What follows belongs to an exercise in optimizing a design on an open flow for small area, a short achievable clock period and few clock cycles per item; a production flow would make more cautious choices.
Only simulation tests tie the RTL to the original design; equivalence was not proved.
Power figures rest on the tool's default switching activity, not on a simulated workload.

==> flow/design.v (outline; a module is shown in full before it is edited, if it fits) <==
// module fhbt_ctrl: 646 lines
// module fhbt_residues: 52 lines
// module fhbt_datapath: 760 lines
// module fnv1a_hashed_bucket_table_unit: 98 lines
module fnv1a_hashed_bucket_table_unit #(
  parameter int TABLE_DEPTH     = fhbt_pkg::TABLE_DEPTH_DEF,
  parameter int VALUE_WIDTH     = fhbt_pkg::VALUE_WIDTH_DEF,
  parameter int MAX_NAME_LENGTH = fhbt_pkg::MAX_NAME_LENGTH_DEF
) (
  input  logic                         clk_i,
  input  logic                         rst_ni,
  input  logic                         start_i,
  output logic                         busy_o,
  input  logic [fhbt_pkg::CMD_W-1:0]   command_i,
  input  logic [fhbt_pkg::BYTE_W-1:0]  name_byte_i,
  input  logic                         name_last_i,
  input  logic [fhbt_pkg::NV_W-1:0]    new_value_i,
  input  logic                         table_entries_we_i,
  input  logic [fhbt_pkg::TE_W-1:0]    table_entries_i,
  output logic                         done_o,
  output logic                         status_o,
  output logic [fhbt_pkg::FOUND_W-1:0] found_value_o,
  output logic [fhbt_pkg::SLOT_W-1:0]  slot_index_o,
  output logic [fhbt_pkg::COUNT_W-1:0] entry_count_o
);
  // ...
==> flow/run.sh <==
#!/bin/bash
# synth_recipe.tcl (not shown) runs the flow's synth.tcl, then flattens the netlist and writes it again
# the make line also repeats each setting of config.mk as NAME=value (left out here)
make -C /OpenROAD-flow-scripts/flow DESIGN_CONFIG=/design/flow/config.mk WORK_HOME=/design/flow/orfs CLKGATE_MAP_FILE= SYNTH_SCRIPT=/design/flow/synth_recipe.tcl finish
==> flow/config.mk <==
export PLATFORM = sky130hd
export DESIGN_NAME = fnv1a_hashed_bucket_table_unit
export DESIGN_NICKNAME = fnv1a_hashed_bucket_table_unit
export VERILOG_FILES = /design/flow/design.v
export SDC_FILE = /design/flow/constraint.sdc
export NUM_CORES = 4
export LEC_CHECK = 0
export ABC_CLOCK_PERIOD_IN_PS = 3000
export CAP_MARGIN = 20
export CORE_MARGIN = 2
export CORE_UTILIZATION = 40
export CTS_BUF_LIST = sky130_fd_sc_hd__clkbuf_16
export CTS_CLUSTER_DIAMETER = 100
export CTS_CLUSTER_SIZE = 22
export PLACE_DENSITY = 0.6
export SETUP_SLACK_MARGIN = 3.1
export SLEW_MARGIN = 20
==> flow/constraint.sdc <==
create_clock -name core_clock -period 6.5 [get_ports {clk_i}]
set_input_delay 1.3000 -clock core_clock [delete_from_list [all_inputs] [get_ports {clk_i}]]
set_output_delay 1.3000 -clock core_clock [all_outputs]
set_load 0.01 [all_outputs]
==> flow_metrics.py, run 1 <==
metrics = {
    "global_route": {
        "antenna_found_initial": 20,
        "grt.overflow.total": 0,
        "grt_util_all_layers": 0.2775,
    },
    "clock_tree": {
        "root_buffer": "clkbuf_16",
        "cts_tree": "built",
    },
    "synth": {
        "synth-adder-area-share": 0.07930,
        "synthesis.area_um2": 109700,
        "yosysSeqAreaShare": 0.7381,
        "postSynthAreaPerCell_um2": 16.60,
    },
    "timing": {
        "worst_slew_pin_slew_ns": 1.244,
        "hold_slack_ns": 0.2640,
        "slew_headroom": 0.1674,
        "finalCriticalPeriod_ns": 3.555,
        "finalCritPeriodShare": 0.5469,
        "fin_skew_ns": 0.05191,
    },
    "layout": {
        "largest_reg_flops": 2048,
        "buffers": 377,
        "design_area_um2": 121800,
        "register_area_um2": 81130,
        "clock_area_frac": 0.03711,
        "finalNonFillerCells": 10570,
    },
    "critical_path": {
        "worst_ep_arrival_time_ns": 4.18,
        "crit_family": "compound AO/OA/AOI/OAI gates",
    },
    "power_and_ir_drop": {
        "power_density_nw_per_um2": 430.5,
        "seq_power_share": 0.434,
    },
    "drt": {
        "drtPass1Iterations": 8,
        "via_per_inst": 6.299,
    },
    "placement": {
        "place_ws_ns": 2.023,
    },
    "flow_run": {
        "maxCapViolCount": 0,
    },
    "min_path": {
        "hold_class": "input pin to async pin",
    },
    "outcome": {
        "status": "finished clean",
    },
}
Testbench counts, summed over its fixed seeds: cycles 11,678, items 1,288.
==> module fhbt_datapath, before the edit <==
module fhbt_datapath (
  input  logic         clk_i,
  input  logic         rst_ni,
  input  logic [6:0]   div_i,         
  input  logic [7:0]   div3_i,        
  input  logic [191:0] res_i,         
  input  logic         ent_valid_i,
  input  logic         ent_create_i,
  input  logic         ent_add_i,
  input  logic         ent_uncreated_i,
  input  logic [23:0]  ent_s_i,
  input  logic [23:0]  ent_c_i,
  input  logic         ent_e_i,
  input  logic [7:0]   ent_lo_i,
  input  logic [31:0]  ent_value_i,
  output logic         done_o,        
  output logic         status_o,
  output logic [31:0]  found_value_o,
  output logic [7:0]   slot_index_o,
  output logic [15:0]  entry_count_o
);
  logic        n_valid, n_create, n_add, n_unc;
  logic [31:0] n_value;
  assign n_valid  = ent_valid_i;
  assign n_create = ent_create_i;
  assign n_add    = ent_add_i;
  assign n_unc    = ent_uncreated_i;
  assign n_value  = ent_value_i;
  logic        z_valid, z_create, z_add, z_unc;
  logic [31:0] z_value;
  logic        a_valid, a_create, a_add, a_unc;
  logic [31:0] a_value;
  logic        b_valid, b_create, b_add, b_unc;
  logic [31:0] b_value;
  logic        c_valid, c_create, c_add, c_unc;
  logic [31:0] c_value;
  logic        d_valid, d_create, d_add, d_unc;
  logic [31:0] d_value;
  logic        e_valid, e_create, e_add, e_unc;
  logic [31:0] e_value;
  logic [31:0] z_hash;
  always_ff @(posedge clk_i) z_hash <= {ent_s_i + ent_c_i + 24'(ent_e_i), ent_lo_i};
  always_ff @(posedge clk_i or negedge rst_ni) begin
    if (!rst_ni) z_valid <= 1'b0;
    else         z_valid <= n_valid;
  end
  always_ff @(posedge clk_i) begin
    z_create <= n_create;
    z_add    <= n_add;
    z_unc    <= n_unc;
    z_value  <= n_value;
  end
  logic [5:0] res [32];
  for (genvar i = 0; i < 32; i++) begin : g_res
    assign res[i] = res_i[6*i +: 6];
  end
  logic r1, r2;
  logic r3, r4;
  logic r5, r6;
  logic r7, r8;
  logic r9, r10;
  logic r11, r12;
  logic r13, r14;
  logic r15, r16;
  logic r17, r18;
  logic r19, r20;
  logic r21, r22;
  logic r23, r24;
  logic r25, r26;
  logic r27, r28;
  logic r29, r30;
  logic r31, r32;
  logic r33, r34;
  logic r35, r36;
  logic r37, r38;
  logic r39, r40;
  logic r41, r42;
  logic r43, r44;
  logic r45, r46;
  logic r47, r48;
  logic r49, r50;
  logic r51, r52;
  logic r53, r54;
  logic r55, r56;
  logic r57, r58;
  logic r59, r60;
  logic r61, r62;
  logic r63, r64;
  logic r65, r66;
  logic r67, r68;
  logic r69, r70;
  logic r71, r72;
  logic r73, r74;
  logic r75, r76;
  logic r77, r78;
  logic r79, r80;
  logic r81, r82;
  logic r83, r84;
  logic r85, r86;
  logic r87, r88;
  logic r89, r90;
  logic r91, r92;
  logic r93, r94;
  logic r95, r96;
  logic r97, r98;
  logic r99, r100;
  logic r101, r102;
  logic r103, r104;
  logic r105, r106;
  logic r107, r108;
  logic r109, r110;
  logic r111, r112;
  logic r113, r114;
  logic r115, r116;
  logic r117, r118;
  logic r119, r120;
  logic r121, r122;
  logic r123, r124;
  logic r125, r126;
  logic r127, r128;
  logic r129, r130;
  logic r131, r132;
  logic r133, r134;
  logic r135, r136;
  logic r137, r138;
  logic r139, r140;
  logic r141, r142;
  logic r143, r144;
  logic r145, r146;
  logic r147, r148;
  logic r149, r150;
  logic r151, r152;
  logic r153, r154;
  logic r155, r156;
  logic r157, r158;
  logic r159, r160;
  logic r161, r162;
  logic r163, r164;
  logic r165, r166;
  logic r167, r168;
  logic r169, r170;
  logic r171, r172;
  logic r173, r174;
  logic r175, r176;
  logic r177, r178;
  logic r179, r180;
  logic r181, r182;
  logic r183, r184;
  logic r185, r186;
  logic r187, r188;
  logic r189, r190;
  logic r191, r192;
  logic r193, r194;
  logic r195, r196;
  logic r197, r198;
  logic r199, r200;
  logic r201, r202;
  logic r203, r204;
  logic r205, r206;
  logic r207, r208;
  logic r209, r210;
  logic r211, r212;
  logic r213, r214;
  logic r215, r216;
  logic r217, r218;
  logic r219, r220;
  logic r221, r222;
  logic r223, r224;
  logic r225, r226;
  logic r227, r228;
  logic r229, r230;
  logic r231, r232;
  logic r233, r234;
  logic r235, r236;
  logic r237, r238;
  logic r239, r240;
  logic r241, r242;
  logic r243, r244;
  logic r245, r246;
  logic r247, r248;
  logic r249, r250;
  logic r251, r252;
  logic r253, r254;
  logic r255, r256;
  logic r257, r258;
  logic r259, r260;
  logic r261, r262;
  logic r263, r264;
  logic r265, r266;
  logic r267, r268;
  logic r269, r270;
  logic r271, r272;
  logic r273, r274;
  logic r275, r276;
  logic r277, r278;
  logic r279, r280;
  logic r281, r282;
  logic r283, r284;
  logic r285, r286;
  logic r287, r288;
  logic r289, r290;
  logic r291, r292;
  logic r293, r294;
  logic r295, r296;
  logic r297, r298;
  logic r299, r300;
  logic r301, r302;
  logic r303, r304;
  logic r305, r306;
  logic r307, r308;
  logic r309, r310;
  logic r311, r312;
  logic r313, r314;
  logic r315, r316;
  logic r317, r318;
  logic r319, r320;
  logic r321, r322;
  assign r1 = (z_hash[0] & res[0][0]) ^ (z_hash[10] & res[10][0]) ^ (z_hash[11] & res[11][0]);
  assign r2 = ((z_hash[0] & res[0][0]) & (z_hash[10] & res[10][0])) | ((z_hash[0] & res[0][0]) & (z_hash[11] & res[11][0])) | ((z_hash[10] & res[10][0]) & (z_hash[11] & res[11][0]));
  assign r3 = (z_hash[12] & res[12][0]) ^ (z_hash[13] & res[13][0]) ^ (z_hash[14] & res[14][0]);
  assign r4 = ((z_hash[12] & res[12][0]) & (z_hash[13] & res[13][0])) | ((z_hash[12] & res[12][0]) & (z_hash[14] & res[14][0])) | ((z_hash[13] & res[13][0]) & (z_hash[14] & res[14][0]));
  assign r5 = (z_hash[15] & res[15][0]) ^ (z_hash[16] & res[16][0]) ^ (z_hash[17] & res[17][0]);
  assign r6 = ((z_hash[15] & res[15][0]) & (z_hash[16] & res[16][0])) | ((z_hash[15] & res[15][0]) & (z_hash[17] & res[17][0])) | ((z_hash[16] & res[16][0]) & (z_hash[17] & res[17][0]));
  assign r7 = (z_hash[18] & res[18][0]) ^ (z_hash[19] & res[19][0]) ^ (z_hash[1] & res[1][0]);
  assign r8 = ((z_hash[18] & res[18][0]) & (z_hash[19] & res[19][0])) | ((z_hash[18] & res[18][0]) & (z_hash[1] & res[1][0])) | ((z_hash[19] & res[19][0]) & (z_hash[1] & res[1][0]));
  assign r9 = (z_hash[20] & res[20][0]) ^ (z_hash[21] & res[21][0]) ^ (z_hash[22] & res[22][0]);
  assign r10 = ((z_hash[20] & res[20][0]) & (z_hash[21] & res[21][0])) | ((z_hash[20] & res[20][0]) & (z_hash[22] & res[22][0])) | ((z_hash[21] & res[21][0]) & (z_hash[22] & res[22][0]));
  assign r11 = (z_hash[23] & res[23][0]) ^ (z_hash[24] & res[24][0]) ^ (z_hash[25] & res[25][0]);
  assign r12 = ((z_hash[23] & res[23][0]) & (z_hash[24] & res[24][0])) | ((z_hash[23] & res[23][0]) & (z_hash[25] & res[25][0])) | ((z_hash[24] & res[24][0]) & (z_hash[25] & res[25][0]));
  assign r13 = (z_hash[26] & res[26][0]) ^ (z_hash[27] & res[27][0]) ^ (z_hash[28] & res[28][0]);
  assign r14 = ((z_hash[26] & res[26][0]) & (z_hash[27] & res[27][0])) | ((z_hash[26] & res[26][0]) & (z_hash[28] & res[28][0])) | ((z_hash[27] & res[27][0]) & (z_hash[28] & res[28][0]));
  assign r15 = (z_hash[29] & res[29][0]) ^ (z_hash[2] & res[2][0]) ^ (z_hash[30] & res[30][0]);
  assign r16 = ((z_hash[29] & res[29][0]) & (z_hash[2] & res[2][0])) | ((z_hash[29] & res[29][0]) & (z_hash[30] & res[30][0])) | ((z_hash[2] & res[2][0]) & (z_hash[30] & res[30][0]));
  assign r17 = (z_hash[31] & res[31][0]) ^ (z_hash[3] & res[3][0]) ^ (z_hash[4] & res[4][0]);
  assign r18 = ((z_hash[31] & res[31][0]) & (z_hash[3] & res[3][0])) | ((z_hash[31] & res[31][0]) & (z_hash[4] & res[4][0])) | ((z_hash[3] & res[3][0]) & (z_hash[4] & res[4][0]));
  assign r19 = (z_hash[5] & res[5][0]) ^ (z_hash[6] & res[6][0]) ^ (z_hash[7] & res[7][0]);
  assign r20 = ((z_hash[5] & res[5][0]) & (z_hash[6] & res[6][0])) | ((z_hash[5] & res[5][0]) & (z_hash[7] & res[7][0])) | ((z_hash[6] & res[6][0]) & (z_hash[7] & res[7][0]));
  assign r21 = (z_hash[0] & res[0][1]) ^ (z_hash[10] & res[10][1]) ^ (z_hash[11] & res[11][1]);
  assign r22 = ((z_hash[0] & res[0][1]) & (z_hash[10] & res[10][1])) | ((z_hash[0] & res[0][1]) & (z_hash[11] & res[11][1])) | ((z_hash[10] & res[10][1]) & (z_hash[11] & res[11][1]));
  assign r23 = (z_hash[12] & res[12][1]) ^ (z_hash[13] & res[13][1]) ^ (z_hash[14] & res[14][1]);
  assign r24 = ((z_hash[12] & res[12][1]) & (z_hash[13] & res[13][1])) | ((z_hash[12] & res[12][1]) & (z_hash[14] & res[14][1])) | ((z_hash[13] & res[13][1]) & (z_hash[14] & res[14][1]));
  assign r25 = (z_hash[15] & res[15][1]) ^ (z_hash[16] & res[16][1]) ^ (z_hash[17] & res[17][1]);
  assign r26 = ((z_hash[15] & res[15][1]) & (z_hash[16] & res[16][1])) | ((z_hash[15] & res[15][1]) & (z_hash[17] & res[17][1])) | ((z_hash[16] & res[16][1]) & (z_hash[17] & res[17][1]));
  assign r27 = (z_hash[18] & res[18][1]) ^ (z_hash[19] & res[19][1]) ^ (z_hash[1] & res[1][1]);
  assign r28 = ((z_hash[18] & res[18][1]) & (z_hash[19] & res[19][1])) | ((z_hash[18] & res[18][1]) & (z_hash[1] & res[1][1])) | ((z_hash[19] & res[19][1]) & (z_hash[1] & res[1][1]));
  assign r29 = (z_hash[20] & res[20][1]) ^ (z_hash[21] & res[21][1]) ^ (z_hash[22] & res[22][1]);
  assign r30 = ((z_hash[20] & res[20][1]) & (z_hash[21] & res[21][1])) | ((z_hash[20] & res[20][1]) & (z_hash[22] & res[22][1])) | ((z_hash[21] & res[21][1]) & (z_hash[22] & res[22][1]));
  assign r31 = (z_hash[23] & res[23][1]) ^ (z_hash[24] & res[24][1]) ^ (z_hash[25] & res[25][1]);
  assign r32 = ((z_hash[23] & res[23][1]) & (z_hash[24] & res[24][1])) | ((z_hash[23] & res[23][1]) & (z_hash[25] & res[25][1])) | ((z_hash[24] & res[24][1]) & (z_hash[25] & res[25][1]));
  assign r33 = (z_hash[26] & res[26][1]) ^ (z_hash[27] & res[27][1]) ^ (z_hash[28] & res[28][1]);
  assign r34 = ((z_hash[26] & res[26][1]) & (z_hash[27] & res[27][1])) | ((z_hash[26] & res[26][1]) & (z_hash[28] & res[28][1])) | ((z_hash[27] & res[27][1]) & (z_hash[28] & res[28][1]));
  assign r35 = (z_hash[29] & res[29][1]) ^ (z_hash[2] & res[2][1]) ^ (z_hash[30] & res[30][1]);
  assign r36 = ((z_hash[29] & res[29][1]) & (z_hash[2] & res[2][1])) | ((z_hash[29] & res[29][1]) & (z_hash[30] & res[30][1])) | ((z_hash[2] & res[2][1]) & (z_hash[30] & res[30][1]));
  assign r37 = (z_hash[31] & res[31][1]) ^ (z_hash[3] & res[3][1]) ^ (z_hash[4] & res[4][1]);
  assign r38 = ((z_hash[31] & res[31][1]) & (z_hash[3] & res[3][1])) | ((z_hash[31] & res[31][1]) & (z_hash[4] & res[4][1])) | ((z_hash[3] & res[3][1]) & (z_hash[4] & res[4][1]));
  assign r39 = (z_hash[5] & res[5][1]) ^ (z_hash[6] & res[6][1]) ^ (z_hash[7] & res[7][1]);
  assign r40 = ((z_hash[5] & res[5][1]) & (z_hash[6] & res[6][1])) | ((z_hash[5] & res[5][1]) & (z_hash[7] & res[7][1])) | ((z_hash[6] & res[6][1]) & (z_hash[7] & res[7][1]));
  assign r41 = (z_hash[0] & res[0][2]) ^ (z_hash[10] & res[10][2]) ^ (z_hash[11] & res[11][2]);
  assign r42 = ((z_hash[0] & res[0][2]) & (z_hash[10] & res[10][2])) | ((z_hash[0] & res[0][2]) & (z_hash[11] & res[11][2])) | ((z_hash[10] & res[10][2]) & (z_hash[11] & res[11][2]));
  assign r43 = (z_hash[12] & res[12][2]) ^ (z_hash[13] & res[13][2]) ^ (z_hash[14] & res[14][2]);
  assign r44 = ((z_hash[12] & res[12][2]) & (z_hash[13] & res[13][2])) | ((z_hash[12] & res[12][2]) & (z_hash[14] & res[14][2])) | ((z_hash[13] & res[13][2]) & (z_hash[14] & res[14][2]));
  assign r45 = (z_hash[15] & res[15][2]) ^ (z_hash[16] & res[16][2]) ^ (z_hash[17] & res[17][2]);
  assign r46 = ((z_hash[15] & res[15][2]) & (z_hash[16] & res[16][2])) | ((z_hash[15] & res[15][2]) & (z_hash[17] & res[17][2])) | ((z_hash[16] & res[16][2]) & (z_hash[17] & res[17][2]));
  assign r47 = (z_hash[18] & res[18][2]) ^ (z_hash[19] & res[19][2]) ^ (z_hash[1] & res[1][2]);
  assign r48 = ((z_hash[18] & res[18][2]) & (z_hash[19] & res[19][2])) | ((z_hash[18] & res[18][2]) & (z_hash[1] & res[1][2])) | ((z_hash[19] & res[19][2]) & (z_hash[1] & res[1][2]));
  assign r49 = (z_hash[20] & res[20][2]) ^ (z_hash[21] & res[21][2]) ^ (z_hash[22] & res[22][2]);
  assign r50 = ((z_hash[20] & res[20][2]) & (z_hash[21] & res[21][2])) | ((z_hash[20] & res[20][2]) & (z_hash[22] & res[22][2])) | ((z_hash[21] & res[21][2]) & (z_hash[22] & res[22][2]));
  assign r51 = (z_hash[23] & res[23][2]) ^ (z_hash[24] & res[24][2]) ^ (z_hash[25] & res[25][2]);
  assign r52 = ((z_hash[23] & res[23][2]) & (z_hash[24] & res[24][2])) | ((z_hash[23] & res[23][2]) & (z_hash[25] & res[25][2])) | ((z_hash[24] & res[24][2]) & (z_hash[25] & res[25][2]));
  assign r53 = (z_hash[26] & res[26][2]) ^ (z_hash[27] & res[27][2]) ^ (z_hash[28] & res[28][2]);
  assign r54 = ((z_hash[26] & res[26][2]) & (z_hash[27] & res[27][2])) | ((z_hash[26] & res[26][2]) & (z_hash[28] & res[28][2])) | ((z_hash[27] & res[27][2]) & (z_hash[28] & res[28][2]));
  assign r55 = (z_hash[29] & res[29][2]) ^ (z_hash[2] & res[2][2]) ^ (z_hash[30] & res[30][2]);
  assign r56 = ((z_hash[29] & res[29][2]) & (z_hash[2] & res[2][2])) | ((z_hash[29] & res[29][2]) & (z_hash[30] & res[30][2])) | ((z_hash[2] & res[2][2]) & (z_hash[30] & res[30][2]));
  assign r57 = (z_hash[31] & res[31][2]) ^ (z_hash[3] & res[3][2]) ^ (z_hash[4] & res[4][2]);
  assign r58 = ((z_hash[31] & res[31][2]) & (z_hash[3] & res[3][2])) | ((z_hash[31] & res[31][2]) & (z_hash[4] & res[4][2])) | ((z_hash[3] & res[3][2]) & (z_hash[4] & res[4][2]));
  assign r59 = (z_hash[5] & res[5][2]) ^ (z_hash[6] & res[6][2]) ^ (z_hash[7] & res[7][2]);
  assign r60 = ((z_hash[5] & res[5][2]) & (z_hash[6] & res[6][2])) | ((z_hash[5] & res[5][2]) & (z_hash[7] & res[7][2])) | ((z_hash[6] & res[6][2]) & (z_hash[7] & res[7][2]));
  assign r61 = (z_hash[0] & res[0][3]) ^ (z_hash[10] & res[10][3]) ^ (z_hash[11] & res[11][3]);
  assign r62 = ((z_hash[0] & res[0][3]) & (z_hash[10] & res[10][3])) | ((z_hash[0] & res[0][3]) & (z_hash[11] & res[11][3])) | ((z_hash[10] & res[10][3]) & (z_hash[11] & res[11][3]));
  assign r63 = (z_hash[12] & res[12][3]) ^ (z_hash[13] & res[13][3]) ^ (z_hash[14] & res[14][3]);
  assign r64 = ((z_hash[12] & res[12][3]) & (z_hash[13] & res[13][3])) | ((z_hash[12] & res[12][3]) & (z_hash[14] & res[14][3])) | ((z_hash[13] & res[13][3]) & (z_hash[14] & res[14][3]));
  assign r65 = (z_hash[15] & res[15][3]) ^ (z_hash[16] & res[16][3]) ^ (z_hash[17] & res[17][3]);
  assign r66 = ((z_hash[15] & res[15][3]) & (z_hash[16] & res[16][3])) | ((z_hash[15] & res[15][3]) & (z_hash[17] & res[17][3])) | ((z_hash[16] & res[16][3]) & (z_hash[17] & res[17][3]));
  assign r67 = (z_hash[18] & res[18][3]) ^ (z_hash[19] & res[19][3]) ^ (z_hash[1] & res[1][3]);
  assign r68 = ((z_hash[18] & res[18][3]) & (z_hash[19] & res[19][3])) | ((z_hash[18] & res[18][3]) & (z_hash[1] & res[1][3])) | ((z_hash[19] & res[19][3]) & (z_hash[1] & res[1][3]));
  assign r69 = (z_hash[20] & res[20][3]) ^ (z_hash[21] & res[21][3]) ^ (z_hash[22] & res[22][3]);
  assign r70 = ((z_hash[20] & res[20][3]) & (z_hash[21] & res[21][3])) | ((z_hash[20] & res[20][3]) & (z_hash[22] & res[22][3])) | ((z_hash[21] & res[21][3]) & (z_hash[22] & res[22][3]));
  assign r71 = (z_hash[23] & res[23][3]) ^ (z_hash[24] & res[24][3]) ^ (z_hash[25] & res[25][3]);
  assign r72 = ((z_hash[23] & res[23][3]) & (z_hash[24] & res[24][3])) | ((z_hash[23] & res[23][3]) & (z_hash[25] & res[25][3])) | ((z_hash[24] & res[24][3]) & (z_hash[25] & res[25][3]));
  assign r73 = (z_hash[26] & res[26][3]) ^ (z_hash[27] & res[27][3]) ^ (z_hash[28] & res[28][3]);
  assign r74 = ((z_hash[26] & res[26][3]) & (z_hash[27] & res[27][3])) | ((z_hash[26] & res[26][3]) & (z_hash[28] & res[28][3])) | ((z_hash[27] & res[27][3]) & (z_hash[28] & res[28][3]));
  assign r75 = (z_hash[29] & res[29][3]) ^ (z_hash[2] & res[2][3]) ^ (z_hash[30] & res[30][3]);
  assign r76 = ((z_hash[29] & res[29][3]) & (z_hash[2] & res[2][3])) | ((z_hash[29] & res[29][3]) & (z_hash[30] & res[30][3])) | ((z_hash[2] & res[2][3]) & (z_hash[30] & res[30][3]));
  assign r77 = (z_hash[31] & res[31][3]) ^ (z_hash[3] & res[3][3]) ^ (z_hash[4] & res[4][3]);
  assign r78 = ((z_hash[31] & res[31][3]) & (z_hash[3] & res[3][3])) | ((z_hash[31] & res[31][3]) & (z_hash[4] & res[4][3])) | ((z_hash[3] & res[3][3]) & (z_hash[4] & res[4][3]));
  assign r79 = (z_hash[5] & res[5][3]) ^ (z_hash[6] & res[6][3]) ^ (z_hash[7] & res[7][3]);
  assign r80 = ((z_hash[5] & res[5][3]) & (z_hash[6] & res[6][3])) | ((z_hash[5] & res[5][3]) & (z_hash[7] & res[7][3])) | ((z_hash[6] & res[6][3]) & (z_hash[7] & res[7][3]));
  assign r81 = (z_hash[0] & res[0][4]) ^ (z_hash[10] & res[10][4]) ^ (z_hash[11] & res[11][4]);
  assign r82 = ((z_hash[0] & res[0][4]) & (z_hash[10] & res[10][4])) | ((z_hash[0] & res[0][4]) & (z_hash[11] & res[11][4])) | ((z_hash[10] & res[10][4]) & (z_hash[11] & res[11][4]));
  assign r83 = (z_hash[12] & res[12][4]) ^ (z_hash[13] & res[13][4]) ^ (z_hash[14] & res[14][4]);
  assign r84 = ((z_hash[12] & res[12][4]) & (z_hash[13] & res[13][4])) | ((z_hash[12] & res[12][4]) & (z_hash[14] & res[14][4])) | ((z_hash[13] & res[13][4]) & (z_hash[14] & res[14][4]));
  assign r85 = (z_hash[15] & res[15][4]) ^ (z_hash[16] & res[16][4]) ^ (z_hash[17] & res[17][4]);
  assign r86 = ((z_hash[15] & res[15][4]) & (z_hash[16] & res[16][4])) | ((z_hash[15] & res[15][4]) & (z_hash[17] & res[17][4])) | ((z_hash[16] & res[16][4]) & (z_hash[17] & res[17][4]));
  assign r87 = (z_hash[18] & res[18][4]) ^ (z_hash[19] & res[19][4]) ^ (z_hash[1] & res[1][4]);
  assign r88 = ((z_hash[18] & res[18][4]) & (z_hash[19] & res[19][4])) | ((z_hash[18] & res[18][4]) & (z_hash[1] & res[1][4])) | ((z_hash[19] & res[19][4]) & (z_hash[1] & res[1][4]));
  assign r89 = (z_hash[20] & res[20][4]) ^ (z_hash[21] & res[21][4]) ^ (z_hash[22] & res[22][4]);
  assign r90 = ((z_hash[20] & res[20][4]) & (z_hash[21] & res[21][4])) | ((z_hash[20] & res[20][4]) & (z_hash[22] & res[22][4])) | ((z_hash[21] & res[21][4]) & (z_hash[22] & res[22][4]));
  assign r91 = (z_hash[23] & res[23][4]) ^ (z_hash[24] & res[24][4]) ^ (z_hash[25] & res[25][4]);
  assign r92 = ((z_hash[23] & res[23][4]) & (z_hash[24] & res[24][4])) | ((z_hash[23] & res[23][4]) & (z_hash[25] & res[25][4])) | ((z_hash[24] & res[24][4]) & (z_hash[25] & res[25][4]));
  assign r93 = (z_hash[26] & res[26][4]) ^ (z_hash[27] & res[27][4]) ^ (z_hash[28] & res[28][4]);
  assign r94 = ((z_hash[26] & res[26][4]) & (z_hash[27] & res[27][4])) | ((z_hash[26] & res[26][4]) & (z_hash[28] & res[28][4])) | ((z_hash[27] & res[27][4]) & (z_hash[28] & res[28][4]));
  assign r95 = (z_hash[29] & res[29][4]) ^ (z_hash[2] & res[2][4]) ^ (z_hash[30] & res[30][4]);
  assign r96 = ((z_hash[29] & res[29][4]) & (z_hash[2] & res[2][4])) | ((z_hash[29] & res[29][4]) & (z_hash[30] & res[30][4])) | ((z_hash[2] & res[2][4]) & (z_hash[30] & res[30][4]));
  assign r97 = (z_hash[31] & res[31][4]) ^ (z_hash[3] & res[3][4]) ^ (z_hash[4] & res[4][4]);
  assign r98 = ((z_hash[31] & res[31][4]) & (z_hash[3] & res[3][4])) | ((z_hash[31] & res[31][4]) & (z_hash[4] & res[4][4])) | ((z_hash[3] & res[3][4]) & (z_hash[4] & res[4][4]));
  assign r99 = (z_hash[5] & res[5][4]) ^ (z_hash[6] & res[6][4]) ^ (z_hash[7] & res[7][4]);
  assign r100 = ((z_hash[5] & res[5][4]) & (z_hash[6] & res[6][4])) | ((z_hash[5] & res[5][4]) & (z_hash[7] & res[7][4])) | ((z_hash[6] & res[6][4]) & (z_hash[7] & res[7][4]));
  assign r101 = (z_hash[0] & res[0][5]) ^ (z_hash[10] & res[10][5]) ^ (z_hash[11] & res[11][5]);
  assign r102 = ((z_hash[0] & res[0][5]) & (z_hash[10] & res[10][5])) | ((z_hash[0] & res[0][5]) & (z_hash[11] & res[11][5])) | ((z_hash[10] & res[10][5]) & (z_hash[11] & res[11][5]));
  assign r103 = (z_hash[12] & res[12][5]) ^ (z_hash[13] & res[13][5]) ^ (z_hash[14] & res[14][5]);
  assign r104 = ((z_hash[12] & res[12][5]) & (z_hash[13] & res[13][5])) | ((z_hash[12] & res[12][5]) & (z_hash[14] & res[14][5])) | ((z_hash[13] & res[13][5]) & (z_hash[14] & res[14][5]));
  assign r105 = (z_hash[15] & res[15][5]) ^ (z_hash[16] & res[16][5]) ^ (z_hash[17] & res[17][5]);
  assign r106 = ((z_hash[15] & res[15][5]) & (z_hash[16] & res[16][5])) | ((z_hash[15] & res[15][5]) & (z_hash[17] & res[17][5])) | ((z_hash[16] & res[16][5]) & (z_hash[17] & res[17][5]));
  assign r107 = (z_hash[18] & res[18][5]) ^ (z_hash[19] & res[19][5]) ^ (z_hash[1] & res[1][5]);
  assign r108 = ((z_hash[18] & res[18][5]) & (z_hash[19] & res[19][5])) | ((z_hash[18] & res[18][5]) & (z_hash[1] & res[1][5])) | ((z_hash[19] & res[19][5]) & (z_hash[1] & res[1][5]));
  assign r109 = (z_hash[20] & res[20][5]) ^ (z_hash[21] & res[21][5]) ^ (z_hash[22] & res[22][5]);
  assign r110 = ((z_hash[20] & res[20][5]) & (z_hash[21] & res[21][5])) | ((z_hash[20] & res[20][5]) & (z_hash[22] & res[22][5])) | ((z_hash[21] & res[21][5]) & (z_hash[22] & res[22][5]));
  assign r111 = (z_hash[23] & res[23][5]) ^ (z_hash[24] & res[24][5]) ^ (z_hash[25] & res[25][5]);
  assign r112 = ((z_hash[23] & res[23][5]) & (z_hash[24] & res[24][5])) | ((z_hash[23] & res[23][5]) & (z_hash[25] & res[25][5])) | ((z_hash[24] & res[24][5]) & (z_hash[25] & res[25][5]));
  assign r113 = (z_hash[26] & res[26][5]) ^ (z_hash[27] & res[27][5]) ^ (z_hash[28] & res[28][5]);
  assign r114 = ((z_hash[26] & res[26][5]) & (z_hash[27] & res[27][5])) | ((z_hash[26] & res[26][5]) & (z_hash[28] & res[28][5])) | ((z_hash[27] & res[27][5]) & (z_hash[28] & res[28][5]));
  assign r115 = (z_hash[29] & res[29][5]) ^ (z_hash[2] & res[2][5]) ^ (z_hash[30] & res[30][5]);
  assign r116 = ((z_hash[29] & res[29][5]) & (z_hash[2] & res[2][5])) | ((z_hash[29] & res[29][5]) & (z_hash[30] & res[30][5])) | ((z_hash[2] & res[2][5]) & (z_hash[30] & res[30][5]));
  assign r117 = (z_hash[31] & res[31][5]) ^ (z_hash[3] & res[3][5]) ^ (z_hash[4] & res[4][5]);
  assign r118 = ((z_hash[31] & res[31][5]) & (z_hash[3] & res[3][5])) | ((z_hash[31] & res[31][5]) & (z_hash[4] & res[4][5])) | ((z_hash[3] & res[3][5]) & (z_hash[4] & res[4][5]));
  assign r119 = (z_hash[5] & res[5][5]) ^ (z_hash[6] & res[6][5]) ^ (z_hash[7] & res[7][5]);
  assign r120 = ((z_hash[5] & res[5][5]) & (z_hash[6] & res[6][5])) | ((z_hash[5] & res[5][5]) & (z_hash[7] & res[7][5])) | ((z_hash[6] & res[6][5]) & (z_hash[7] & res[7][5]));
  assign r121 = (z_hash[8] & res[8][0]) ^ (z_hash[9] & res[9][0]) ^ r1;
  assign r122 = ((z_hash[8] & res[8][0]) & (z_hash[9] & res[9][0])) | ((z_hash[8] & res[8][0]) & r1) | ((z_hash[9] & res[9][0]) & r1);
  assign r123 = r11 ^ r13 ^ r15;
  assign r124 = (r11 & r13) | (r11 & r15) | (r13 & r15);
  assign r125 = r17 ^ r19 ^ r3;
  assign r126 = (r17 & r19) | (r17 & r3) | (r19 & r3);
  assign r127 = r5 ^ r7 ^ r9;
  assign r128 = (r5 & r7) | (r5 & r9) | (r7 & r9);
  assign r129 = (z_hash[8] & res[8][1]) ^ (z_hash[9] & res[9][1]) ^ r10;
  assign r130 = ((z_hash[8] & res[8][1]) & (z_hash[9] & res[9][1])) | ((z_hash[8] & res[8][1]) & r10) | ((z_hash[9] & res[9][1]) & r10);
  assign r131 = r12 ^ r14 ^ r16;
  assign r132 = (r12 & r14) | (r12 & r16) | (r14 & r16);
  assign r133 = r18 ^ r2 ^ r20;
  assign r134 = (r18 & r2) | (r18 & r20) | (r2 & r20);
  assign r135 = r21 ^ r23 ^ r25;
  assign r136 = (r21 & r23) | (r21 & r25) | (r23 & r25);
  assign r137 = r27 ^ r29 ^ r31;
  assign r138 = (r27 & r29) | (r27 & r31) | (r29 & r31);
  assign r139 = r33 ^ r35 ^ r37;
  assign r140 = (r33 & r35) | (r33 & r37) | (r35 & r37);
  assign r141 = r39 ^ r4 ^ r6;
  assign r142 = (r39 & r4) | (r39 & r6) | (r4 & r6);
  assign r143 = (z_hash[8] & res[8][2]) ^ (z_hash[9] & res[9][2]) ^ r22;
  assign r144 = ((z_hash[8] & res[8][2]) & (z_hash[9] & res[9][2])) | ((z_hash[8] & res[8][2]) & r22) | ((z_hash[9] & res[9][2]) & r22);
  assign r145 = r24 ^ r26 ^ r28;
  assign r146 = (r24 & r26) | (r24 & r28) | (r26 & r28);
  assign r147 = r30 ^ r32 ^ r34;
  assign r148 = (r30 & r32) | (r30 & r34) | (r32 & r34);
  assign r149 = r36 ^ r38 ^ r40;
  assign r150 = (r36 & r38) | (r36 & r40) | (r38 & r40);
  assign r151 = r41 ^ r43 ^ r45;
  assign r152 = (r41 & r43) | (r41 & r45) | (r43 & r45);
  assign r153 = r47 ^ r49 ^ r51;
  assign r154 = (r47 & r49) | (r47 & r51) | (r49 & r51);
  assign r155 = r53 ^ r55 ^ r57;
  assign r156 = (r53 & r55) | (r53 & r57) | (r55 & r57);
  assign r157 = (z_hash[8] & res[8][3]) ^ (z_hash[9] & res[9][3]) ^ r42;
  assign r158 = ((z_hash[8] & res[8][3]) & (z_hash[9] & res[9][3])) | ((z_hash[8] & res[8][3]) & r42) | ((z_hash[9] & res[9][3]) & r42);
  assign r159 = r44 ^ r46 ^ r48;
  assign r160 = (r44 & r46) | (r44 & r48) | (r46 & r48);
  assign r161 = r50 ^ r52 ^ r54;
  assign r162 = (r50 & r52) | (r50 & r54) | (r52 & r54);
  assign r163 = r56 ^ r58 ^ r60;
  assign r164 = (r56 & r58) | (r56 & r60) | (r58 & r60);
  assign r165 = r61 ^ r63 ^ r65;
  assign r166 = (r61 & r63) | (r61 & r65) | (r63 & r65);
  assign r167 = r67 ^ r69 ^ r71;
  assign r168 = (r67 & r69) | (r67 & r71) | (r69 & r71);
  assign r169 = r73 ^ r75 ^ r77;
  assign r170 = (r73 & r75) | (r73 & r77) | (r75 & r77);
  assign r171 = (z_hash[8] & res[8][4]) ^ (z_hash[9] & res[9][4]) ^ r62;
  assign r172 = ((z_hash[8] & res[8][4]) & (z_hash[9] & res[9][4])) | ((z_hash[8] & res[8][4]) & r62) | ((z_hash[9] & res[9][4]) & r62);
  assign r173 = r64 ^ r66 ^ r68;
  assign r174 = (r64 & r66) | (r64 & r68) | (r66 & r68);
  assign r175 = r70 ^ r72 ^ r74;
  assign r176 = (r70 & r72) | (r70 & r74) | (r72 & r74);
  assign r177 = r76 ^ r78 ^ r80;
  assign r178 = (r76 & r78) | (r76 & r80) | (r78 & r80);
  assign r179 = r81 ^ r83 ^ r85;
  assign r180 = (r81 & r83) | (r81 & r85) | (r83 & r85);
  assign r181 = r87 ^ r89 ^ r91;
  assign r182 = (r87 & r89) | (r87 & r91) | (r89 & r91);
  assign r183 = r93 ^ r95 ^ r97;
  assign r184 = (r93 & r95) | (r93 & r97) | (r95 & r97);
  assign r185 = (z_hash[8] & res[8][5]) ^ (z_hash[9] & res[9][5]) ^ r100;
  assign r186 = ((z_hash[8] & res[8][5]) & (z_hash[9] & res[9][5])) | ((z_hash[8] & res[8][5]) & r100) | ((z_hash[9] & res[9][5]) & r100);
  assign r187 = r101 ^ r103 ^ r105;
  assign r188 = (r101 & r103) | (r101 & r105) | (r103 & r105);
  assign r189 = r107 ^ r109 ^ r111;
  assign r190 = (r107 & r109) | (r107 & r111) | (r109 & r111);
  assign r191 = r113 ^ r115 ^ r117;
  assign r192 = (r113 & r115) | (r113 & r117) | (r115 & r117);
  assign r193 = r119 ^ r82 ^ r84;
  assign r194 = (r119 & r82) | (r119 & r84) | (r82 & r84);
  assign r195 = r86 ^ r88 ^ r90;
  assign r196 = (r86 & r88) | (r86 & r90) | (r88 & r90);
  assign r197 = r92 ^ r94 ^ r96;
  assign r198 = (r92 & r94) | (r92 & r96) | (r94 & r96);
  assign r199 = r102 ^ r104 ^ r106;
  assign r200 = (r102 & r104) | (r102 & r106) | (r104 & r106);
  assign r201 = r108 ^ r110 ^ r112;
  assign r202 = (r108 & r110) | (r108 & r112) | (r110 & r112);
  assign r203 = r114 ^ r116 ^ r118;
  assign r204 = (r114 & r116) | (r114 & r118) | (r116 & r118);
  assign r205 = r121 ^ r123 ^ r125;
  assign r206 = (r121 & r123) | (r121 & r125) | (r123 & r125);
  assign r207 = r8 ^ r122 ^ r124;
  assign r208 = (r8 & r122) | (r8 & r124) | (r122 & r124);
  assign r209 = r126 ^ r128 ^ r129;
  assign r210 = (r126 & r128) | (r126 & r129) | (r128 & r129);
  assign r211 = r131 ^ r133 ^ r135;
  assign r212 = (r131 & r133) | (r131 & r135) | (r133 & r135);
  assign r213 = r137 ^ r139 ^ r141;
  assign r214 = (r137 & r139) | (r137 & r141) | (r139 & r141);
  assign r215 = r59 ^ r130 ^ r132;
  assign r216 = (r59 & r130) | (r59 & r132) | (r130 & r132);
  assign r217 = r134 ^ r136 ^ r138;
  assign r218 = (r134 & r136) | (r134 & r138) | (r136 & r138);
  assign r219 = r140 ^ r142 ^ r143;
  assign r220 = (r140 & r142) | (r140 & r143) | (r142 & r143);
  assign r221 = r145 ^ r147 ^ r149;
  assign r222 = (r145 & r147) | (r145 & r149) | (r147 & r149);
  assign r223 = r151 ^ r153 ^ r155;
  assign r224 = (r151 & r153) | (r151 & r155) | (r153 & r155);
  assign r225 = r79 ^ r144 ^ r146;
  assign r226 = (r79 & r144) | (r79 & r146) | (r144 & r146);
  assign r227 = r148 ^ r150 ^ r152;
  assign r228 = (r148 & r150) | (r148 & r152) | (r150 & r152);
  assign r229 = r154 ^ r156 ^ r157;
  assign r230 = (r154 & r156) | (r154 & r157) | (r156 & r157);
  assign r231 = r159 ^ r161 ^ r163;
  assign r232 = (r159 & r161) | (r159 & r163) | (r161 & r163);
  assign r233 = r165 ^ r167 ^ r169;
  assign r234 = (r165 & r167) | (r165 & r169) | (r167 & r169);
  assign r235 = r99 ^ r158 ^ r160;
  assign r236 = (r99 & r158) | (r99 & r160) | (r158 & r160);
  assign r237 = r162 ^ r164 ^ r166;
  assign r238 = (r162 & r164) | (r162 & r166) | (r164 & r166);
  assign r239 = r168 ^ r170 ^ r171;
  assign r240 = (r168 & r170) | (r168 & r171) | (r170 & r171);
  assign r241 = r173 ^ r175 ^ r177;
  assign r242 = (r173 & r175) | (r173 & r177) | (r175 & r177);
  assign r243 = r179 ^ r181 ^ r183;
  assign r244 = (r179 & r181) | (r179 & r183) | (r181 & r183);
  assign r245 = r98 ^ r172 ^ r174;
  assign r246 = (r98 & r172) | (r98 & r174) | (r172 & r174);
  assign r247 = r176 ^ r178 ^ r180;
  assign r248 = (r176 & r178) | (r176 & r180) | (r178 & r180);
  assign r249 = r182 ^ r184 ^ r185;
  assign r250 = (r182 & r184) | (r182 & r185) | (r184 & r185);
  assign r251 = r187 ^ r189 ^ r191;
  assign r252 = (r187 & r189) | (r187 & r191) | (r189 & r191);
  assign r253 = r193 ^ r195 ^ r197;
  assign r254 = (r193 & r195) | (r193 & r197) | (r195 & r197);
  assign r255 = r120 ^ r186 ^ r188;
  assign r256 = (r120 & r186) | (r120 & r188) | (r186 & r188);
  assign r257 = r190 ^ r192 ^ r194;
  assign r258 = (r190 & r192) | (r190 & r194) | (r192 & r194);
  assign r259 = r196 ^ r198 ^ r199;
  assign r260 = (r196 & r198) | (r196 & r199) | (r198 & r199);
  assign r261 = r200 ^ r202 ^ r204;
  assign r262 = (r200 & r202) | (r200 & r204) | (r202 & r204);
  assign r263 = r206 ^ r207 ^ r209;
  assign r264 = (r206 & r207) | (r206 & r209) | (r207 & r209);
  assign r265 = r211 ^ r213;
  assign r266 = r211 & r213;
  assign r267 = r208 ^ r210 ^ r212;
  assign r268 = (r208 & r210) | (r208 & r212) | (r210 & r212);
  assign r269 = r214 ^ r215 ^ r217;
  assign r270 = (r214 & r215) | (r214 & r217) | (r215 & r217);
  assign r271 = r219 ^ r221 ^ r223;
  assign r272 = (r219 & r221) | (r219 & r223) | (r221 & r223);
  assign r273 = r216 ^ r218 ^ r220;
  assign r274 = (r216 & r218) | (r216 & r220) | (r218 & r220);
  assign r275 = r222 ^ r224 ^ r225;
  assign r276 = (r222 & r224) | (r222 & r225) | (r224 & r225);
  assign r277 = r227 ^ r229 ^ r231;
  assign r278 = (r227 & r229) | (r227 & r231) | (r229 & r231);
  assign r279 = r226 ^ r228 ^ r230;
  assign r280 = (r226 & r228) | (r226 & r230) | (r228 & r230);
  assign r281 = r232 ^ r234 ^ r235;
  assign r282 = (r232 & r234) | (r232 & r235) | (r234 & r235);
  assign r283 = r237 ^ r239 ^ r241;
  assign r284 = (r237 & r239) | (r237 & r241) | (r239 & r241);
  assign r285 = r236 ^ r238 ^ r240;
  assign r286 = (r236 & r238) | (r236 & r240) | (r238 & r240);
  assign r287 = r242 ^ r244 ^ r245;
  assign r288 = (r242 & r244) | (r242 & r245) | (r244 & r245);
  assign r289 = r247 ^ r249 ^ r251;
  assign r290 = (r247 & r249) | (r247 & r251) | (r249 & r251);
  assign r291 = r201 ^ r203 ^ r246;
  assign r292 = (r201 & r203) | (r201 & r246) | (r203 & r246);
  assign r293 = r248 ^ r250 ^ r252;
  assign r294 = (r248 & r250) | (r248 & r252) | (r250 & r252);
  assign r295 = r254 ^ r255 ^ r257;
  assign r296 = (r254 & r255) | (r254 & r257) | (r255 & r257);
  assign r297 = r256 ^ r258 ^ r260;
  assign r298 = (r256 & r258) | (r256 & r260) | (r258 & r260);
  assign r299 = r264 ^ r266 ^ r267;
  assign r300 = (r264 & r266) | (r264 & r267) | (r266 & r267);
  assign r301 = r269 ^ r271;
  assign r302 = r269 & r271;
  assign r303 = r233 ^ r268 ^ r270;
  assign r304 = (r233 & r268) | (r233 & r270) | (r268 & r270);
  assign r305 = r272 ^ r273 ^ r275;
  assign r306 = (r272 & r273) | (r272 & r275) | (r273 & r275);
  assign r307 = r243 ^ r274 ^ r276;
  assign r308 = (r243 & r274) | (r243 & r276) | (r274 & r276);
  assign r309 = r278 ^ r279 ^ r281;
  assign r310 = (r278 & r279) | (r278 & r281) | (r279 & r281);
  assign r311 = r253 ^ r280 ^ r282;
  assign r312 = (r253 & r280) | (r253 & r282) | (r280 & r282);
  assign r313 = r284 ^ r285 ^ r287;
  assign r314 = (r284 & r285) | (r284 & r287) | (r285 & r287);
  assign r315 = r259 ^ r286 ^ r288;
  assign r316 = (r259 & r286) | (r259 & r288) | (r286 & r288);
  assign r317 = r290 ^ r291 ^ r293;
  assign r318 = (r290 & r291) | (r290 & r293) | (r291 & r293);
  assign r319 = r261 ^ r292 ^ r294;
  assign r320 = (r261 & r292) | (r261 & r294) | (r292 & r294);
  assign r321 = r262 ^ r298;
  assign r322 = r262 & r298;
  logic [33:0] a_dots;
  always_ff @(posedge clk_i) begin
    a_dots[0] <= r127;
    a_dots[1] <= r205;
    a_dots[2] <= r263;
    a_dots[3] <= r265;
    a_dots[4] <= r299;
    a_dots[5] <= r301;
    a_dots[6] <= r277;
    a_dots[7] <= r300;
    a_dots[8] <= r302;
    a_dots[9] <= r303;
    a_dots[10] <= r305;
    a_dots[11] <= r283;
    a_dots[12] <= r304;
    a_dots[13] <= r306;
    a_dots[14] <= r307;
    a_dots[15] <= r309;
    a_dots[16] <= r289;
    a_dots[17] <= r308;
    a_dots[18] <= r310;
    a_dots[19] <= r311;
    a_dots[20] <= r313;
    a_dots[21] <= r295;
    a_dots[22] <= r312;
    a_dots[23] <= r314;
    a_dots[24] <= r315;
    a_dots[25] <= r317;
    a_dots[26] <= r296;
    a_dots[27] <= r297;
    a_dots[28] <= r316;
    a_dots[29] <= r318;
    a_dots[30] <= r319;
    a_dots[31] <= r320;
    a_dots[32] <= r321;
    a_dots[33] <= r322;
  end
  always_ff @(posedge clk_i or negedge rst_ni) begin
    if (!rst_ni) a_valid <= 1'b0;
    else         a_valid <= z_valid;
  end
  always_ff @(posedge clk_i) begin
    a_create <= z_create;
    a_add    <= z_add;
    a_unc    <= z_unc;
    a_value  <= z_value;
  end
  logic q1, q2;
  logic q3, q4;
  logic q5, q6;
  logic q7, q8;
  logic q9, q10;
  logic q11, q12;
  logic q13, q14;
  logic q15, q16;
  logic q17, q18;
  logic q19, q20;
  logic q21, q22;
  logic q23, q24;
  logic q25, q26;
  logic q27, q28;
  logic q29, q30;
  logic q31, q32;
  logic q33, q34;
  logic q35, q36;
  logic q37, q38;
  assign q1 = a_dots[10] ^ a_dots[6] ^ a_dots[7];
  assign q2 = (a_dots[10] & a_dots[6]) | (a_dots[10] & a_dots[7]) | (a_dots[6] & a_dots[7]);
  assign q3 = a_dots[8] ^ a_dots[9];
  assign q4 = a_dots[8] & a_dots[9];
  assign q5 = a_dots[11] ^ a_dots[12] ^ a_dots[13];
  assign q6 = (a_dots[11] & a_dots[12]) | (a_dots[11] & a_dots[13]) | (a_dots[12] & a_dots[13]);
  assign q7 = a_dots[16] ^ a_dots[17] ^ a_dots[18];
  assign q8 = (a_dots[16] & a_dots[17]) | (a_dots[16] & a_dots[18]) | (a_dots[17] & a_dots[18]);
  assign q9 = a_dots[21] ^ a_dots[22] ^ a_dots[23];
  assign q10 = (a_dots[21] & a_dots[22]) | (a_dots[21] & a_dots[23]) | (a_dots[22] & a_dots[23]);
  assign q11 = a_dots[26] ^ a_dots[27] ^ a_dots[28];
  assign q12 = (a_dots[26] & a_dots[27]) | (a_dots[26] & a_dots[28]) | (a_dots[27] & a_dots[28]);
  assign q13 = a_dots[31] ^ a_dots[32];
  assign q14 = a_dots[31] & a_dots[32];
  assign q15 = a_dots[14] ^ a_dots[15] ^ q2;
  assign q16 = (a_dots[14] & a_dots[15]) | (a_dots[14] & q2) | (a_dots[15] & q2);
  assign q17 = q4 ^ q5;
  assign q18 = q4 & q5;
  assign q19 = a_dots[19] ^ a_dots[20] ^ q6;
  assign q20 = (a_dots[19] & a_dots[20]) | (a_dots[19] & q6) | (a_dots[20] & q6);
  assign q21 = a_dots[24] ^ a_dots[25] ^ q8;
  assign q22 = (a_dots[24] & a_dots[25]) | (a_dots[24] & q8) | (a_dots[25] & q8);
  assign q23 = a_dots[29] ^ a_dots[30] ^ q10;
  assign q24 = (a_dots[29] & a_dots[30]) | (a_dots[29] & q10) | (a_dots[30] & q10);
  assign q25 = q12 ^ q13;
  assign q26 = q12 & q13;
  assign q27 = a_dots[33] ^ q14;
  assign q28 = a_dots[33] & q14;
  assign q29 = q7 ^ q16 ^ q18;
  assign q30 = (q7 & q16) | (q7 & q18) | (q16 & q18);
  assign q31 = q9 ^ q20 ^ q21;
  assign q32 = (q9 & q20) | (q9 & q21) | (q20 & q21);
  assign q33 = q11 ^ q22 ^ q23;
  assign q34 = (q11 & q22) | (q11 & q23) | (q22 & q23);
  assign q35 = q24 ^ q25;
  assign q36 = q24 & q25;
  assign q37 = q26 ^ q27;
  assign q38 = q26 & q27;
  logic [10:0] b_x, b_y, b_sum;
  assign b_x = {q28, q36, q34, q32, q30, q19, q15, q1, a_dots[4], a_dots[2], a_dots[0]};
  assign b_y = {q38, q37, q35, q33, q31, q29, q17, q3, a_dots[5], a_dots[3], a_dots[1]};
  always_ff @(posedge clk_i) b_sum <= b_x + b_y;
  always_ff @(posedge clk_i or negedge rst_ni) begin
    if (!rst_ni) b_valid <= 1'b0;
    else         b_valid <= a_valid;
  end
  always_ff @(posedge clk_i) begin
    b_create <= a_create;
    b_add    <= a_add;
    b_unc    <= a_unc;
    b_value  <= a_value;
  end
  logic [11:0] c_d8, c_d16, c_d24;
  logic [8:0]  c_next, c_rem;   
  assign c_d8  = {1'b0, b_sum} - {2'b00, div_i, 3'b000};
  assign c_d16 = {1'b0, b_sum} - {1'b0, div_i, 4'b0000};
  assign c_d24 = {1'b0, b_sum} - {1'b0, div3_i, 3'b000};
  always_comb begin
    if (!c_d24[11])      c_next = c_d24[8:0];
    else if (!c_d16[11]) c_next = c_d16[8:0];
    else if (!c_d8[11])  c_next = c_d8[8:0];
    else                 c_next = b_sum[8:0];
  end
  always_ff @(posedge clk_i) c_rem <= c_next;
  always_ff @(posedge clk_i or negedge rst_ni) begin
    if (!rst_ni) c_valid <= 1'b0;
    else         c_valid <= b_valid;
  end
  always_ff @(posedge clk_i) begin
    c_create <= b_create;
    c_add    <= b_add;
    c_unc    <= b_unc;
    c_value  <= b_value;
  end
  logic [9:0]  d_d2, d_d4, d_d6;
  logic [6:0]  d_r2;   
  logic [7:0]  d_d1;
  logic [5:0]  d_next;
  assign d_d2 = {1'b0, c_rem} - {2'b00, div_i, 1'b0};
  assign d_d4 = {1'b0, c_rem} - {1'b0, div_i, 2'b00};
  assign d_d6 = {1'b0, c_rem} - {1'b0, div3_i, 1'b0};
  always_comb begin
    if (!d_d6[9])      d_r2 = d_d6[6:0];
    else if (!d_d4[9]) d_r2 = d_d4[6:0];
    else if (!d_d2[9]) d_r2 = d_d2[6:0];
    else               d_r2 = c_rem[6:0];
  end
  logic [6:0] d_rem;
  always_ff @(posedge clk_i) d_rem <= d_r2;
  always_ff @(posedge clk_i or negedge rst_ni) begin
    if (!rst_ni) d_valid <= 1'b0;
    else         d_valid <= c_valid;
  end
  always_ff @(posedge clk_i) begin
    d_create <= c_create;
    d_add    <= c_add;
    d_unc    <= c_unc;
    d_value  <= c_value;
  end
  assign d_d1   = {1'b0, d_rem} - {1'b0, div_i};
  assign d_next = d_d1[7] ? d_rem[5:0] : d_d1[5:0];
  always_ff @(posedge clk_i or negedge rst_ni) begin
    if (!rst_ni) e_valid <= 1'b0;
    else         e_valid <= d_valid;
  end
  always_ff @(posedge clk_i) begin
    e_create <= d_create;
    e_add    <= d_add;
    e_unc    <= d_unc;
    e_value  <= d_value;
  end
  logic [5:0]  slot;
  logic [63:0] sel;
  always_ff @(posedge clk_i) begin
    slot <= d_next;
    for (int g = 0; g < 64; g++) sel[g] <= (d_next == 6'(g));
  end
  logic        t_create, t_write, t_lookup;
  logic [31:0] mem_q [64];
  logic [31:0] wdata;
  logic [31:0] rdata;
  logic [15:0] count_q;
  assign t_create = e_valid && e_create;
  assign t_write  = e_valid && !e_create && !e_unc && e_add;
  assign t_lookup = !e_create && !e_unc && !e_add;
  assign wdata    = t_create ? 32'd0 : e_value;
  for (genvar g = 0; g < 64; g++) begin : g_word
    always_ff @(posedge clk_i) begin
      if (t_create || (t_write && sel[g])) mem_q[g] <= wdata;
    end
  end
  always_comb begin
    rdata = '0;
    for (int g = 0; g < 64; g++) rdata |= mem_q[g] & {32{sel[g]}};
  end
  always_ff @(posedge clk_i or negedge rst_ni) begin
    if (!rst_ni) begin
      done_o  <= 1'b0;
      count_q <= '0;
    end else begin
      done_o <= e_valid;
      if (t_create) begin
        count_q <= '0;
      end else if (t_write && count_q != fhbt_pkg::COUNT_MAX) begin
        count_q <= count_q + 16'd1;
      end
    end
  end
  always_ff @(posedge clk_i) begin
    status_o      <= !e_create && e_unc;
    found_value_o <= t_lookup ? rdata : 32'd0;
    slot_index_o  <= (e_create || e_unc) ? 8'd0 : {2'b00, slot};
  end
  assign entry_count_o = count_q;
endmodule
==> run 2: changes to the inputs <==
--- a/flow/design.v
+++ b/flow/design.v
@@ -1433,7 +1433,10 @@
   logic [5:0]  slot;
   logic [63:0] sel;
+  logic        t_we, t_clr;   
   always_ff @(posedge clk_i) begin
     slot <= d_next;
-    for (int g = 0; g < 64; g++) sel[g] <= (d_next == 6'(g));
+    for (int g = 0; g < 64; g++) sel[g] <= (d_next == 6'(g)) || d_create;
+    t_we  <= d_valid && (d_create || (d_add && !d_unc));
+    t_clr <= d_valid && d_create;
   end
   logic        t_create, t_write, t_lookup;
@@ -1445,8 +1448,8 @@
   assign t_write  = e_valid && !e_create && !e_unc && e_add;
   assign t_lookup = !e_create && !e_unc && !e_add;
-  assign wdata    = t_create ? 32'd0 : e_value;
+  assign wdata    = t_clr ? 32'd0 : e_value;
   for (genvar g = 0; g < 64; g++) begin : g_word
     always_ff @(posedge clk_i) begin
-      if (t_create || (t_write && sel[g])) mem_q[g] <= wdata;
+      if (t_we && sel[g]) mem_q[g] <= wdata;
     end
   end
==> run 2 against run 1 <==
  * Maximum frequency shrank 3.1%
  * Routed wire length fell by 0.27%
  * Via count rose by 0.34%
  * Sequential cell count up 2
==> flow_metrics.py, run 2 <==
metrics = {
    "layout": {
        "final_util": 0.4477,
        "most-common-layout-cells": "edfxtp_1, inv_1, dfxtp_1",
        "register_area_um2": 81180,
        "nets": 7391,
        "finalNonFillerCells": 10580,
        "multi_input_area_um2": 26600,
        "area_growth_pct": 11.35,
        "drive_above_1_share": 0.1113,
        "reg_top3": "u_datapath.mem_q (2048), u_residues.res_q (192), u_datapath.sel (64)",
        "top_register": "u_datapath.mem_q",
        "largest_reg_flops": 2048,
        "fillCellCount": 23460,
        "final_common_cell": "edfxtp_1",
    },
    "die": {
        "core_um2": 273400,
        "std_cell_rows": 192,
        "dieHeight_um": 528.2,
        "dieArea_um2": 279000,
        "initial_core_util": 0.4020,
        "die_x_um": 528.2,
        "num_io_pins": 115,
    },
    "placement": {
        "place.port_buffers": 112,
        "place_inst": 10220,
        "dp_hpwl_mm": 226.8,
        "globalplace.congestion": 0.8750,
    },
    "synth": {
        "synth_edf_count": 2240,
        "synth-adder-area-share": 0.07917,
        "synth_top_family_by_area": "compound AO/OA/AOI/OAI gates",
        "ys_top_cells_by_count": "edfxtp_1, dfxtp_1, inv_1",
        "synth-xor-area-share": 0.006853,
        "synth_area_leaders": "edfxtp_1, dfxtp_1, fa_1",
        "yosysTopAreaCell": "edfxtp_1",
        "synth_compound_area_frac": 0.1047,
        "yosys_warnings": 7,
        "synthFlopType": "edfxtp_1",
        "synth_most_common_cell": "edfxtp_1",
        "synthArstFlopShare": 0.03585,
        "synthCells": 6584,
        "postSynthAreaPerCell_um2": 16.69,
        "synth.distinct_cells": 70,
        "synth-simple-area-share": 0.04320,
        "ys_ff_latch": 2901,
        "synthesis.area_um2": 109900,
        "synthMuxAreaShare": 0.003165,
        "yosysTopAreaCellShare": 0.6120,
        "yosysSeqAreaShare": 0.7372,
    },
    "timing": {
        "finalCritPeriodShare": 0.5646,
        "rsz0062_at_grt": "true",
        "finalCriticalPeriod_ns": 3.670,
        "maxSlewViolCount": 0,
        "final_hold_viol_count": 0,
        "tns_ns": 0,
        "max_freq_mhz": 272.5,
        "slew_headroom": 0.1443,
        "finalSetupViolCount": 0,
        "fin_skew_ns": 0.08327,
        "worst_slew_pin_slew_ns": 1.284,
    },
    "clock_tree": {
        "clk_pin_slew_ns": 0.09,
        "cts_buffer_depth": 3,
        "root_buffer": "clkbuf_16",
        "worstSkewPairLatency_ns": 0.90,
        "cts_tree": "built",
        "cts_num_sinks": 2901,
        "cts.htree.levels": 4,
        "cts_inserted_buffers": 155,
        "holdBufCountCts": 0,
    },
    "global_route": {
        "grt_max_degree": 123,
        "antenna_found_initial": 22,
        "grt_pass1_wl_mm": 531.0,
        "grt_pass1_vias": 63230,
        "grt_util_all_layers": 0.2773,
        "grt.overflow.total": 0,
    },
    "power_and_ir_drop": {
        "power_density_nw_per_um2": 417.4,
        "ir_drop_uv": 335.0,
        "power_leakage_uw": 0.04307,
    },
    "critical_path": {
        "crit_family": "buffers and inverters",
        "cp-start-kind": "flip-flop",
        "cp_data_required_time_ns": 6.98,
        "path_class": "flip-flop to flip-flop",
        "cp-end-kind": "flip-flop",
        "cpPeakStageDelay_ns": 1.17,
        "path_max_fanout": 22,
        "cp_num_buf_inv": 2,
        "worst_ep_arrival_time_ns": 4.15,
        "path_cells": "buf_4 > and2_2 > buf_4",
        "crit_path_top_delay_cell": "dfxtp_2",
        "cp_common_cell": "buf_4",
    },
    "outcome": {
        "status": "finished clean",
    },
    "drt": {
        "num_vias": 66820,
        "drtAntennaViolNets": 0,
        "drtPass1Iterations": 8,
        "drt-total-wl_mm": 393.3,
        "drc": 0,
        "wl_per_cell_um": 37.16,
        "via_per_inst": 6.314,
        "drtIter0Drc": 12650,
    },
    "flow_run": {
        "maxCapViolCount": 0,
    },
    "min_path": {
        "hold_class": "input pin to async pin",
    },
}
-- run 2: report_power, final --
group | internal [µW] | switching (µW) | total [µW] | leakage (µW)
registers | 21400 | 1530 | 22900 | 0.0267
clock network | 4500 | 6210 | 10700 | 0.00266
logic | 6750 | 10700 | 17500 | 0.0137
-- run 2: per-layer routing --
metal,share of wire,track usage
met3,0.15,0.07596
met5,0.00019,0
met2,0.43,0.4142
met4,0.061,0.1366
met1,0.36,0.3734
-- run 2: metrics by stage --
step | instance area [µm²] | hold WS (ns) | total power (µW) | worst slack [ns]
floorplan | 109900 | 0.3096 | 33350 | 3.140
global placement | 116400 | 0.3101 | 39760 | 2.382
detailed placement | 116500 | 0.3120 | 39950 | 2.281
CTS | 121500 | 0.2003 | 50620 | 3.097
global route | 122400 | 0.2298 | 53760 | 2.995
finish | 122400 | 0.2660 | 51080 | 2.830
-- run 2: kinds of logic (layout without fill, tap and decap cells) --
group / after synthesis / after routing
flops: 2901 / 2901
compound gates: 1465 / 1466
simple gates: 890 / 890
buf+inv: 729 / 1123
fa+ha+maj: 480 / 480
xor+xnor: 86 / 86
mux: 32 / 33
other cells: 1 / 15
-- run 2: final timing paths --
check	startpoint	to	slack, ns	depth (start not counted)
min reg2reg	u_datapath.b_value[3]	u_datapath.c_value[3]	0.28	0
max reg2reg	u_datapath.sel[15]	u_datapath.mem_q[15][8]	2.83	3
max	u_datapath.sel[15]	u_datapath.mem_q[15][8]	2.83	3
min	rst_ni	u_ctrl.cnt_q[1]	0.27	1
min in group core_clock	u_datapath.b_value[3]	u_datapath.c_value[3]	0.28	0
max in group asynchronous	rst_ni	u_residues.div_o[1]	5.00	2
-- run 2: cell type report --
| class | instances | share of cell area |
|---|---|---|
| sequential | 2901 | 0.6633 |
| inverter | 461 | 0.01431 |
| clock buffer | 155 | 0.03169 |
| antenna | 13 | 0.0002658 |
| tap | 3589 | 0.03669 |
| clock inverter | 128 | 0.007146 |
| multi-input combinational | 2957 | 0.2173 |
| timing repair buffer | 379 | 0.02920 |
-- run 2: timing repair --
item,in CTS,in global routing
endpoints found under the setup margin,119,148
pin swaps,10,23
gates cloned,4,0
gates resized for setup,45,83
setup buffers,13,34
Testbench counts of run 2, summed over its fixed seeds: cycles 11,678, items 1,288.

port drivers added, routing unchanged:
Ports are ideal in the flow. The routed layouts listed here were re-timed in OpenROAD.
Step 1 assumes that a clkbuf_16 drives the clock port and a buf_2 every other input.
Step 2 adds t to the input delays and takes it off the output delays; t is the mean of the earliest and latest rising clock arrival at the registers after step 1. Input paths then give back, and output paths get back, about the clock's delay inside the block.
a / b / c = ideal / step 1 / step 2; a / b = the first two.
run	t, ns	slack for setup (ns)	worst setup path after step 2	slew at the worst register clock pin (ns)	cell pins on the clock port's net
run 1	0.932	2.945 / 2.945 / 2.805	input to register	0.10 / 0.10	1
run 2	0.948	2.830 / 2.830 / 2.771	input to register	0.10 / 0.10	1
After both steps setup and hold are still met in every run listed. For run 1, which loses most, drivers alone change the setup slack by 0.000 ns; drivers and shift together by -0.140 ns.
